What follows belongs to an exercise in optimizing a design on an open flow for small area; a production flow would make more cautious choices. Function was checked by simulation only, so behaviour that the tests miss may differ from the original. Power figures rest on the tool's default switching activity, not on a simulated workload.

==> inputs of try-harbor <==
## wb_regfile
module wb_regfile (
  input  logic        clk,
  input  logic        rst,
  input  logic        RegWrite,
  input  logic        MemToReg,
  input  logic [31:0] MemAddr,
  input  logic [31:0] MemReadData,
  input  logic [4:0]  RdAddr,
  input  logic [4:0]  RsAddr,
  input  logic [4:0]  RtAddr,
  output logic [31:0] RsData,
  output logic [31:0] RtData,
  output logic [31:0] WbData,
  output logic        WbCommit,
  output logic [31:0] CommitCount,
  output logic [31:0] WrittenMask
);
==> module wb_regfile_aoi3, before the edit <==
module wb_regfile_aoi3 (
  input  logic [2:0] d,
  input  logic [2:0] s,
  output logic       y
);
  assign y = ~|(d & s);
endmodule
==> module wb_regfile_comb11, before the edit <==
module wb_regfile_comb11 (
  input  logic [10:0] z,
  output logic        y
);
  assign y = ~&z[3:0] | ~&z[7:4] | ~&z[10:8];
endmodule
==> module wb_regfile_aosel, before the edit <==
module wb_regfile_aosel (
  input  logic [31:0] d,
  input  logic [31:0] s,
  output logic        y
);
  logic [10:0] z;
  for (genvar g = 0; g < 10; g++) begin : g_aoi
    wb_regfile_aoi3 u_a (.d(d[3*g +: 3]), .s(s[3*g +: 3]), .y(z[g]));
  end
  assign z[10] = ~|(d[31:30] & s[31:30]);
  wb_regfile_comb11 u_c (.z(z), .y(y));
endmodule
==> module wb_regfile, before the edit <==
module wb_regfile (
  input  logic        clk,
  input  logic        rst,
  input  logic        RegWrite,
  input  logic        MemToReg,
  input  logic [31:0] MemAddr,
  input  logic [31:0] MemReadData,
  input  logic [4:0]  RdAddr,
  input  logic [4:0]  RsAddr,
  input  logic [4:0]  RtAddr,
  output logic [31:0] RsData,
  output logic [31:0] RtData,
  output logic [31:0] WbData,
  output logic        WbCommit,
  output logic [31:0] CommitCount,
  output logic [31:0] WrittenMask
);
  logic [31:0] regs [1:31];
  logic [31:1] we;
  logic        byp_s, byp_t;
  logic [31:1] sel_s, sel_t;
  assign WbData   = MemToReg ? MemReadData : MemAddr;
  assign WbCommit = RegWrite && (RdAddr != '0);
  assign byp_s = WbCommit && (RsAddr == RdAddr);
  assign byp_t = WbCommit && (RtAddr == RdAddr);
  for (genvar i = 1; i < 32; i++) begin : g_dec
    assign we[i]    = RegWrite && (RdAddr == i);
    assign sel_s[i] = (RsAddr == i) && WrittenMask[i] && !byp_s;
    assign sel_t[i] = (RtAddr == i) && WrittenMask[i] && !byp_t;
  end
  for (genvar b = 0; b < 32; b++) begin : g_rd
    logic [31:0] col;
    assign col[0] = WbData[b];
    for (genvar i = 1; i < 32; i++) begin : g_col
      assign col[i] = regs[i][b];
    end
    wb_regfile_aosel u_s (.d(col), .s({sel_s, byp_s}), .y(RsData[b]));
    wb_regfile_aosel u_t (.d(col), .s({sel_t, byp_t}), .y(RtData[b]));
  end
  for (genvar i = 1; i < 32; i++) begin : g_reg
    always_ff @(posedge clk) begin
      if (we[i]) regs[i] <= WbData;
    end
  end
  always_ff @(posedge clk) begin
    if (rst) begin
      CommitCount <= '0;
      WrittenMask <= '0;
    end else begin
      CommitCount <= CommitCount + {31'd0, WbCommit};
      WrittenMask <= WrittenMask | {we, 1'b0};
    end
  end
endmodule
Settings: LEC_CHECK=0, CAP_MARGIN=20, CORE_MARGIN=2, CORE_UTILIZATION=50, PLACE_DENSITY=0.6, SLEW_MARGIN=20, SYNTH_HIERARCHICAL=1, SYNTH_MINIMUM_KEEP_SIZE=0; clock period 6.0 ns.
run.sh (not shown) runs the stock make flow with config.mk's settings and CLKGATE_MAP_FILE= SYNTH_SCRIPT=/design/flow/synth_recipe.tcl, a recipe that flattens the netlist after the stock synthesis.
==> try-indigo (differences from try-harbor) <==
==> flow/design.v (replaced) <==
module wb_regfile_rd_port (
  input  logic [31:0][31:0] regs,
  input  logic [4:0]        addr,
  input  logic              byp_en,
  input  logic [4:0]        byp_addr,
  input  logic [31:0]       byp_data,
  output logic [31:0]       data
);
  always_comb begin
    data = '0;
    if (byp_en && addr == byp_addr) data = byp_data;
    else if (addr != '0)            data = regs[addr];
  end
endmodule
module wb_regfile #(
  parameter logic [31:0] COUNT_RESET = '0,
  parameter int          NUM_RD      = 2
) (
  input  logic        clk,
  input  logic        rst,
  input  logic        RegWrite,
  input  logic        MemToReg,
  input  logic [31:0] MemAddr,
  input  logic [31:0] MemReadData,
  input  logic [4:0]  RdAddr,
  input  logic [4:0]  RsAddr,
  input  logic [4:0]  RtAddr,
  output logic [31:0] RsData,
  output logic [31:0] RtData,
  output logic [31:0] WbData,
  output logic        WbCommit,
  output logic [31:0] CommitCount,
  output logic [31:0] WrittenMask
);
  logic [31:0][31:0]       regs;
  logic [NUM_RD-1:0][4:0]  rd_addr;
  logic [NUM_RD-1:0][31:0] rd_data;
  assign WbData   = MemToReg ? MemReadData : MemAddr;
  assign WbCommit = RegWrite && (RdAddr != '0);
  assign rd_addr = {RtAddr, RsAddr};
  assign RsData  = rd_data[0];
  assign RtData  = rd_data[1];
  for (genvar p = 0; p < NUM_RD; p++) begin : g_rd
    wb_regfile_rd_port u_rd (
      .regs     (regs),
      .addr     (rd_addr[p]),
      .byp_en   (WbCommit),
      .byp_addr (RdAddr),
      .byp_data (WbData),
      .data     (rd_data[p])
    );
  end
  always_ff @(posedge clk) begin
    if (rst) begin
      regs        <= '0;
      CommitCount <= COUNT_RESET;
      WrittenMask <= '0;
    end else if (WbCommit) begin
      regs[RdAddr]        <= WbData;
      CommitCount         <= CommitCount + 32'd1;
      WrittenMask[RdAddr] <= 1'b1;
    end
  end
endmodule
--- a/flow/config.mk
+++ b/flow/config.mk
@@ -8,7 +8,5 @@
 export CAP_MARGIN = 20
 export CORE_MARGIN = 2
-export CORE_UTILIZATION = 50
-export PLACE_DENSITY = 0.6
+export CORE_UTILIZATION = 30
+export PLACE_DENSITY = 0.45
 export SLEW_MARGIN = 20
-export SYNTH_HIERARCHICAL = 1
-export SYNTH_MINIMUM_KEEP_SIZE = 0
==> try-onyx (differences from try-harbor) <==
--- a/flow/design.v
+++ b/flow/design.v
@@ -13,13 +13,12 @@
 endmodule
 module wb_regfile_aosel (
-  input  logic [31:0] d,
-  input  logic [31:0] s,
+  input  logic [32:0] d,
+  input  logic [32:0] s,
   output logic        y
 );
   logic [10:0] z;
-  for (genvar g = 0; g < 10; g++) begin : g_aoi
+  for (genvar g = 0; g < 11; g++) begin : g_aoi
     wb_regfile_aoi3 u_a (.d(d[3*g +: 3]), .s(s[3*g +: 3]), .y(z[g]));
   end
-  assign z[10] = ~|(d[31:30] & s[31:30]);
   wb_regfile_comb11 u_c (.z(z), .y(y));
 endmodule
@@ -45,4 +44,5 @@
   logic        byp_s, byp_t;
   logic [31:1] sel_s, sel_t;
+  logic [32:0] ones;
   assign WbData   = MemToReg ? MemReadData : MemAddr;
   assign WbCommit = RegWrite && (RdAddr != '0);
@@ -51,15 +51,16 @@
   for (genvar i = 1; i < 32; i++) begin : g_dec
     assign we[i]    = RegWrite && (RdAddr == i);
-    assign sel_s[i] = (RsAddr == i) && WrittenMask[i] && !byp_s;
-    assign sel_t[i] = (RtAddr == i) && WrittenMask[i] && !byp_t;
+    assign sel_s[i] = (RsAddr == i) && WrittenMask[i] && !we[i];
+    assign sel_t[i] = (RtAddr == i) && WrittenMask[i] && !we[i];
   end
   for (genvar b = 0; b < 32; b++) begin : g_rd
-    logic [31:0] col;
-    assign col[0] = WbData[b];
+    logic [32:0] col;
+    assign col[0] = MemAddr[b];
+    assign col[1] = MemReadData[b];
     for (genvar i = 1; i < 32; i++) begin : g_col
-      assign col[i] = regs[i][b];
+      assign col[i+1] = regs[i][b];
     end
-    wb_regfile_aosel u_s (.d(col), .s({sel_s, byp_s}), .y(RsData[b]));
-    wb_regfile_aosel u_t (.d(col), .s({sel_t, byp_t}), .y(RtData[b]));
+    wb_regfile_aosel u_s (.d(col), .s({sel_s, byp_s && MemToReg, byp_s && !MemToReg}), .y(RsData[b]));
+    wb_regfile_aosel u_t (.d(col), .s({sel_t, byp_t && MemToReg, byp_t && !MemToReg}), .y(RtData[b]));
   end
   for (genvar i = 1; i < 32; i++) begin : g_reg
@@ -68,4 +69,8 @@
     end
   end
+  assign ones[0] = 1'b1;
+  for (genvar i = 0; i < 32; i++) begin : g_cnt
+    assign ones[i+1] = ones[i] & CommitCount[i];
+  end
   always_ff @(posedge clk) begin
     if (rst) begin
@@ -73,5 +78,5 @@
       WrittenMask <= '0;
     end else begin
-      CommitCount <= CommitCount + {31'd0, WbCommit};
+      CommitCount <= CommitCount ^ (ones[31:0] & {32{WbCommit}});
       WrittenMask <= WrittenMask | {we, 1'b0};
     end
==> flow/flow/run.sh (new file) <==
#!/bin/bash
# The standard layout (standard.sh), with two settings changed:
#  - ports are buffered with buf_1 instead of ORFS's default pick, a slow
#    clkdlybuf4s50 delay cell;
#  - clock tree: clkbuf_16 only, sink clusters of up to 30 flops within
#    80 um, and no dummy loads.
# ORFS writes each step's full log under orfs/logs/; make's output goes to
# standard.log.
set -euo pipefail
export BUFFER_PORTS_ARGS="-buffer_cell sky130_fd_sc_hd__buf_1"
export CTS_ARGS="-sink_clustering_enable -repair_clock_nets -dont_use_dummy_load -buf_list sky130_fd_sc_hd__clkbuf_16 -sink_clustering_size 30 -sink_clustering_max_diameter 80"
bash ./standard.sh > standard.log 2>&1
==> flow/standard.sh (new file) <==
#!/bin/bash
# synth_recipe.tcl (not shown) runs the flow's synth.tcl, then flattens the netlist and writes it again
# the make line also repeats each setting of config.mk as NAME=value (left out here)
make -C /OpenROAD-flow-scripts/flow DESIGN_CONFIG=/design/flow/config.mk WORK_HOME=/design/flow/orfs CLKGATE_MAP_FILE= SYNTH_SCRIPT=/design/flow/synth_recipe.tcl "${@:-finish}"
--- a/flow/config.mk
+++ b/flow/config.mk
@@ -8,6 +8,6 @@
 export CAP_MARGIN = 20
 export CORE_MARGIN = 2
-export CORE_UTILIZATION = 50
-export PLACE_DENSITY = 0.6
+export CORE_UTILIZATION = 60
+export PLACE_DENSITY = 0.75
 export SLEW_MARGIN = 20
 export SYNTH_HIERARCHICAL = 1
removed: flow/run.sh
==> notes <==
try-onyx finished clean. try-indigo produced a clean layout. try-harbor finished but fails on setup timing.
In sequential power, try-onyx and try-harbor hardly differ.
Cell count, highest first: try-indigo, try-harbor, try-onyx.
The lowest core utilization belongs to try-indigo, the highest to try-onyx.
Design area, lowest first: try-onyx, try-harbor, try-indigo.
Against try-harbor, the register-to-register slack of try-onyx is worse by 70 ps.
The highest clock skew belongs to try-onyx, the lowest to try-indigo.
==> figures <==
|  | try-indigo | try-onyx | try-harbor |
|---|---|---|---|
| Layout-to-synthesis area ratio | 1.196x | 1.121x | 1.297x |
| Portion of total power attributed to sequential cells | 41.2% | 67.6% | 53.2% |
| Destination of the critical timing path | RsData[3] | RtData[20] | RtData[9] |
| Well tap count | 2355 | 940 | 1144 |
| Data arrival time at the worst-slack endpoint | 4630 ps | 4530 ps | 4860 ps |
| Top pwr grp | clock | registers | registers |
| Status | finished clean | finished clean | failed layout checks |
| Layout check failures | - | - | setup timing |
| Top class by area | multi-input gates | sequential cells | sequential cells |
| Final setup TNS | 0 ps | 0 ps | -61.7 ps |
| Count of buffers not belonging to the clock network in the layout | 544 | 389 | 671 |
| Max stage delay cell, worst path | sky130_fd_sc_hd__clkdlybuf4s50_1 | sky130_fd_sc_hd__or3_1 | sky130_fd_sc_hd__clkdlybuf4s50_1 |
| Worst supply voltage drop on vdd | 292 uV | 326 uV | 275 uV |
| Area share of xor/xnor cells in the synthesized design | 0.597% | 0.726% | 0.430% |

## what the ideal ports hide
How much do the figures lean on ideal ports? The routed layouts below were timed once more, with nothing changed but the port constraints.
Step 1 (the two cells are an assumption about what drives the block):
set clk [get_ports {clk}]
set_driving_cell -lib_cell sky130_fd_sc_hd__clkbuf_16 $clk
set_driving_cell -lib_cell sky130_fd_sc_hd__buf_2 [delete_from_list [all_inputs] $clk]
Step 2 times the ports against the registers' clock, not the clock port: input delays grow and output delays shrink by t, the midpoint of the rising clock arrivals with the driver on.
Three values: ideal ports, drivers, drivers and shift; two values: the first two.
run	t (ns)	setup slack, ns	worst data-port slew with drivers (ns)
try-harbor	0.759	-0.062 / -0.084 / -0.084	0.04
try-indigo	0.861	0.167 / 0.144 / 0.144	0.11
try-onyx	0.687	0.272 / 0.234 / 0.234	0.23
The setup slack of try-onyx, which loses most, moves by -0.038 ns with the drivers and by -0.038 ns with both steps.
